Context: an optimization exercise on an open-source flow, tuned for small area. The choices shown serve that exercise and are no tape-out recipe.
Where RTL was checked, it was by simulation tests only, not by an equivalence proof against the original.
No functional check of the RTL was part of run 2.

==> flow/design.v, too long to show whole: its modules and the start of the top module <==
// module medidor_potencia_ca: 2708 lines
// module csa_fa: 3 lines
// module csa_ha: 3 lines
module medidor_potencia_ca (
  input  logic        clk,
  input  logic        rst,
  input  logic        enable,
  input  logic        sample_valid,
  input  logic [31:0] tensao,
  input  logic [31:0] corrente,
  output logic [63:0] potencia_media,
  output logic [31:0] v_pico,
  output logic [31:0] i_pico,
  output logic [15:0] window_count,
  output logic        result_valid
);
  // ...
==> flow/flow/run.sh <==
#!/bin/bash
# Standard layout, with the port buffers made from the smallest buffer cell and
# a clock tree with larger sink clusters and no dummy loads.
set -euo pipefail
bash standard.sh "BUFFER_PORTS_ARGS=-buffer_cell sky130_fd_sc_hd__buf_1" \
  "CTS_ARGS=-sink_clustering_enable -repair_clock_nets -dont_use_dummy_load -sink_clustering_size 30 -sink_clustering_max_diameter 120" \
  finish > flow_make.log 2>&1
==> flow/standard.sh <==
#!/bin/bash
# synth_recipe.tcl (not shown) runs the flow's synth.tcl, then flattens the netlist and writes it again
# the make line also repeats each setting of config.mk as NAME=value (left out here)
make -C /OpenROAD-flow-scripts/flow DESIGN_CONFIG=/design/flow/config.mk WORK_HOME=/design/flow/orfs CLKGATE_MAP_FILE= SYNTH_SCRIPT=/design/flow/synth_recipe.tcl "${@:-finish}"
==> flow/config.mk <==
export PLATFORM = sky130hd
export DESIGN_NAME = medidor_potencia_ca
export DESIGN_NICKNAME = medidor_potencia_ca
export VERILOG_FILES = /design/flow/design.v
export SDC_FILE = /design/flow/constraint.sdc
export NUM_CORES = 4
export LEC_CHECK = 0
export CAP_MARGIN = 0
export CORE_MARGIN = 2
export CORE_UTILIZATION = 40
export SLEW_MARGIN = 0
export SYNTH_HIERARCHICAL = 1
export SYNTH_MINIMUM_KEEP_SIZE = 0
==> flow/constraint.sdc <==
create_clock -name core_clock -period 11.0 [get_ports {clk}]
set_input_delay 2.2000 -clock core_clock [delete_from_list [all_inputs] [get_ports {clk}]]
set_output_delay 2.2000 -clock core_clock [all_outputs]
set_load 0.01 [all_outputs]
==> impl_metrics.json, run 1 <==
{
  "maxPowerGroup": "combinational cells",
  "tap_cells": 1298,
  "clock_path_buffers": 3,
  "nClkBuffers": 21,
  "min_to": "res3$_SDFF_PP0_",
  "finish.instance_area_um2": 43400,
  "power.clock.total_uw": 855,
  "maxCapViolCount": 0,
  "finalPower_mw": 4.81,
  "synth-main-ff-cell": "dfxtp_1",
  "clk_share_pct": 1.21,
  "holdBufCountCts": 0,
  "buf_share_pct": 5.04,
  "antenna_left": 0,
  "synth_top_family_by_area": "adder cells",
  "status": "no timing/DRC/antenna violations",
  "comb.multi_input.count": 2893,
  "grt_pass1_wl_um": 195000,
  "end_kind": "register",
  "powerSeq_mw": 1.87,
  "nets": 4677,
  "path_buf_inv": 6,
  "met1Wirelength_um": 55000,
  "postLayoutCoreUtil_pct": 43.4,
  "final_common_cell": "xnor2_1",
  "fin_setup_tns_ns": 0,
  "seq_area_frac_synth_pct": 24.3,
  "hold_start": "res2$_SDFF_PP0_",
  "power_switching_mw": 1.78,
  "antenna_found_initial": 6,
  "powerDensity_nw_per_um2": 111,
  "r2r-start": "running$_SDFF_PP0_",
  "num_antenna_cells": 4,
  "fin_skew_ns": 0.0952,
  "fin_hold_ws_ns": 0.442,
  "n_all_inverters": 118,
  "drtIter0Drc": 3230
}
==> run 2, diff against run 1 <==
--- a/flow/design.v
+++ b/flow/design.v
@@ -20,31 +20,37 @@
   logic [31:0] hold_v;
   logic [31:0] hold_i;
   logic        res1, res2, res3;
   wire flush       = ~enable;
   wire accept      = running & enable & sample_valid;
   wire first       = (sample_count == 10'd0);
   wire window_end  = accept & (&sample_count);
   wire fire        = res3 & enable & ~rst;
-  logic [15:0] bone, btwo, bneg;
+  logic [15:0] bneg;
   logic [32:0] cb;
   assign cb = {corrente, 1'b0};
   logic [32:0] pp [16];
   logic [33:0] ta;
   assign ta = {tensao[31], tensao, 1'b0};
+  logic [15:0] bone_n, btwo_n;
+  logic [33:0] ta_n;
+  assign ta_n = ~ta;
   for (genvar i = 0; i < 16; i++) begin : g_booth
     wire b2 = cb[2*i+2];
     wire b1 = cb[2*i+1];
     wire b0 = cb[2*i];
-    assign bone[i] = accept & (b1 ^ b0);
-    assign btwo[i] = accept & ((b2 & ~b1 & ~b0) | (~b2 & b1 & b0));
-    assign bneg[i] = accept & b2 & ~(b1 & b0);
+    assign bone_n[i] = ~(accept & (b1 ^ b0));
+    assign btwo_n[i] = ~(accept & ((b2 & ~b1 & ~b0) | (~b2 & b1 & b0)));
+    assign bneg[i]   = accept & b2 & ~(b1 & b0);
     for (genvar j = 0; j < 33; j++) begin : g_sel
-      assign pp[i][j] = ((bone[i] & ta[j+1]) | (btwo[i] & ta[j])) ^ bneg[i];
+      wire sel;
+      booth_sel u_sel (.one_n(bone_n[i]), .two_n(btwo_n[i]),
+                       .a_n(ta_n[j+1]), .b_n(ta_n[j]), .sel(sel));
+      assign pp[i][j] = sel ^ bneg[i];
     end
   end
   logic [73:0] acc_m;
   logic [73:0] sum;
   assign acc_m = first ? 74'd0 : acc;
   logic k1;
   logic k2;
   logic k3;
@@ -2701,14 +2707,23 @@
   always_ff @(posedge clk) begin
     result_valid   <= fire;
     potencia_media <= ({64{out_load}} & hold_mean) | ({64{out_keep}} & potencia_media);
     v_pico         <= ({32{out_load}} & hold_v)    | ({32{out_keep}} & v_pico);
     i_pico         <= ({32{out_load}} & hold_i)    | ({32{out_keep}} & i_pico);
     window_count   <= ({16{out_load}} & (window_count + 16'd1)) | ({16{out_keep}} & window_count);
   end
 endmodule
+module booth_sel (
+  input  logic one_n,
+  input  logic two_n,
+  input  logic a_n,
+  input  logic b_n,
+  output logic sel
+);
+  assign sel = ~((one_n | a_n) & (two_n | b_n));
+endmodule
 module csa_fa (input logic a, input logic b, input logic c, output logic s, output logic co);
   assign {co, s} = {1'b0, a} + {1'b0, b} + {1'b0, c};
 endmodule
 module csa_ha (input logic a, input logic b, output logic s, output logic co);
   assign {co, s} = {1'b0, a} + {1'b0, b};
 endmodule
==> flow/flow/run.sh (replaced) <==
#!/bin/bash
# Standard layout, with the port buffers made from the smallest buffer cell and
# a clock tree with larger sink clusters and no dummy loads.
set -euo pipefail
bash standard.sh "BUFFER_PORTS_ARGS=-buffer_cell sky130_fd_sc_hd__buf_1" \
  "CTS_ARGS=-sink_clustering_enable -repair_clock_nets -dont_use_dummy_load -sink_clustering_size 24 -sink_clustering_max_diameter 100" \
  finish > flow_make.log 2>&1
==> impl_metrics.json, run 2 <==
{
  "drtIter0Drc": 3125,
  "die_w_um": 316,
  "synth.top_cells.by_count": "xnor2_1, o22ai_1, fa_1",
  "synth-main-ff-cell": "dfxtp_1",
  "drive_above_1_share_pct": 5.90,
  "io_pins": 213,
  "busiest_layer": "met2",
  "startpoint": "enable",
  "grt_use_met1_pct": 35.5,
  "yosysWarnings": 9,
  "r2r-start": "running$_SDFF_PP0_",
  "hold_viol_final": 0,
  "nets": 4680,
  "leakagePower_nw": 18.0,
  "rows": 114,
  "yosys.area.top_type_share_pct": 25.5,
  "final-setup-viol-count": 0,
  "required_ns": 11.40,
  "clkSlewWorstSetupHoldPaths_ns": 0.10,
  "hold_start": "hold_mean[11]$_DFFE_PP_",
  "place.gp.congestion": 0.972,
  "dp_cells": 5079,
  "root_buffer": "clkbuf_16",
  "grt_pass1_vias": 30600,
  "clkSinkCount": 425,
  "ys_top_cells_by_area": "fa_1, dfxtp_1, xnor2_1",
  "slew_headroom_pct": 13.8,
  "ir_worst_vdd_uv": 120,
  "largest_registers": "acc: 74 flops, hold_mean: 64 flops, potencia_media: 64 flops",
  "crit_type": "in2reg",
  "die_h_um": 316,
  "maxCapViolCount": 0,
  "largest_reg_flops": 74,
  "path_max_fanout": 21,
  "numPortBuffers": 212,
  "fin_setup_tns_ns": 0,
  "grt-ovfl-total": 0,
  "final_cell_count_no_fill": 5116,
  "worstSkewPairLatency_ns": 0.64,
  "synth_edf_count": 128,
  "end_kind": "register",
  "start_util_pct": 40.3,
  "tightest_slew_ns": 1.29,
  "first_pass_iters": 6,
  "syn_area_um2": 38900,
  "hpwlAfterDp_um": 91600,
  "yosysMostFrequentCell": "xnor2_1",
  "drcViolationCount": 0,
  "wire_per_inst_um": 24.5,
  "synth_cell_types": 68,
  "final.min_clock_period_ns": 10.02,
  "grt_max_degree": 91,
  "cts_max_level": 1,
  "finalPower_mw": 5.06,
  "area_growth_pct": 10.1,
  "min_path_type": "reg2reg",
  "worst-r2r-setup-slack_ns": 2.50,
  "rsz0062_at_grt": "no",
  "layout.cells.most_common_list": "xnor2_1, o22ai_1, fa_1",
  "cts_tree": "done",
  "synth-async-reset-ratio_pct": 0,
  "finalWirelength_um": 126000,
  "vias": 30100,
  "clock_path_buffers": 3,
  "cp-start-kind": "primary input",
  "largest-register": "acc",
  "powerDensity_nw_per_um2": 118,
  "fin_skew_ns": 0.0846,
  "grt_pass1_wl_um": 192000,
  "cts_buffers": 27,
  "holdBufCountCts": 0,
  "coreArea_um2": 96600,
  "syn_avg_cell_area_um2": 10.9,
  "dieArea_um2": 99800,
  "timing.fmax_mhz": 99.8,
  "grt_util_met3_pct": 4.91,
  "yosysTopAreaCell": "fa_1",
  "period_share_pct": 91.1,
  "seq_area_frac_synth_pct": 25.1,
  "antenna_left": 0,
  "vias_per_cell": 5.89,
  "fin_ws_ns": 0.976,
  "synth-seq-cells": 425,
  "grt_usage_pct": 25.1,
  "final-max-slew-violation-count": 0,
  "cts-resized-gates": 0,
  "pre_cts_slack_ns": 0.406,
  "synthCells": 3557,
  "antenna_found_initial": 15,
  "grt_use_met2_pct": 38.1,
  "status": "no timing/DRC/antenna violations",
  "post_cts_buffers": 0,
  "cp.arrival_ns": 10.42,
  "final_common_cell": "xnor2_1"
}
-- run 2: cell count changes in the layout (fill, tap and decap cells not counted), sizes merged, moves of 22 or more --
| cell | previous run | this run |
|---|---|---|
| inv | 118 | 170 |
| nor3 | 12 | 39 |
| nand3 | 48 | 18 |
| a22oi | 496 | 0 |
| nand2 | 178 | 147 |
| o22ai | 23 | 530 |
| mux2i | 38 | 60 |
-- run 2: worst paths after layout --
path,endpoint,cells past startpoint
worst max-delay path,hold_mean[63]$_DFFE_PP_,26
worst min register to register,potencia_media[11]$_DFF_P_,1
worst max register to register,hold_mean[63]$_DFFE_PP_,25
worst min-delay path,potencia_media[11]$_DFF_P_,1
-- run 2: metal layers --
metal	wire [um]	vias up	part of all wire, %
met5	10	-	0.0080
met1	53700	14900	43
met3	11900	296	9.5
li1	-	13300	-
met2	55400	1600	44
met4	4570	2	3.6
-- run 2: modules after synthesis (local to each module, per instance) --
module / cell area [um2] / cells / copies in the design
csa_ha: 12.5 / 1 / 148
csa_fa: 20.0 / 1 / 495
booth_sel: 6.26 / 1 / 528
medidor_potencia_ca: 23900 / 2386 / 1
-- run 2: area by class of cell --
cell class	instances	area, um2
Fill cell	9131	53700
Multi-Input combinational cell	2846	28200
Sequential cell	425	9790
Timing Repair Buffer	361	1960
Tap cell	1276	1600
Clock buffer	27	676
Inverter	171	642
Antenna cell	10	25.0
-- run 2: critical path, cell delays in order --
cell and delay (ns):
buf_1 0.22, and3_2 0.55, buf_4 0.25, nand2_1 0.53, o22ai_1 0.45, xnor2_1 0.19
fa_1 0.47, fa_1 0.51, fa_1 0.43, fa_1 0.39, fa_1 0.51, fa_1 0.42
ha_1 0.36, a21oi_1 0.35, o21ai_1 0.12, and2_1 0.18, o41a_1 0.39, o31ai_1 0.26
o311ai_1 0.19, buf_4 0.23, a221o_1 0.34, a21o_1 0.20, a211o_1 0.25, ha_1 0.18
nor2_1 0.14, xnor2_1 0.09
-- run 2: kinds of logic after synthesis --
group	share of synthesized area, %
other	0.00963
and+or+nand+nor	6.44
muxes	1.63
AOI/OAI and AO/OA	14.8
adders and majority gates	34.6
buffers and inverters	2.90
xor gates and xnor gates	14.5
DFF	25.1
-- run 2: report_power, final --
group / switching, mW / internal, mW / total [mW]
logic: 1.33 / 0.882 / 2.21
clock network: 0.536 / 0.432 / 0.969
registers: 0.0241 / 1.86 / 1.88
total: 1.89 / 3.17 / 5.06
-- run 2: per-stage QoR --
| step | hold WS (ns) | utilization [%] | instance area (um2) |
|---|---|---|---|
| 4_1_cts | 0.434 | 44.4 | 42800 |
| 5_1_grt | 0.440 | 44.4 | 42900 |
| 2_1_floorplan | 0.406 | - | 39000 |
| 3_5_place_dp | 0.430 | 43.7 | 42200 |
| 6_report | 0.430 | 44.4 | 42900 |
| 3_3_place_gp | 0.414 | 43.7 | 42200 |

## separate check: timing with driven ports
The flow's constraints put no driver on any port. The routed layouts listed below were extracted and timed again, unchanged, in two steps. Step 1 assumes that a clkbuf_16 drives the clock port and a buf_2 every other input. Step 2 adds t to the input delays and takes it off the output delays; t is the mean of the earliest and latest rising clock arrival at the registers after step 1. Input paths then give back, and output paths get back, about the clock's delay inside the block. Slacks: ideal / step 1 / step 2; pairs: ideal / step 1.
run	t, ns	setup slack, ns	hold WS [ns]	clock arrival spread, ns	slew at the worst register clock pin (ns)
run 1	0.649	0.941 / 0.993 / 0.344	0.442 / 0.442 / 0.442	0.095 / 0.095	0.12 / 0.12
run 2	0.664	0.976 / 1.017 / 0.352	0.430 / 0.430 / 0.430	0.084 / 0.085	0.10 / 0.10
After both steps setup and hold are still met in every run listed. The setup slack of run 2, which loses most, moves by +0.041 ns with the drivers and by -0.624 ns with both steps.
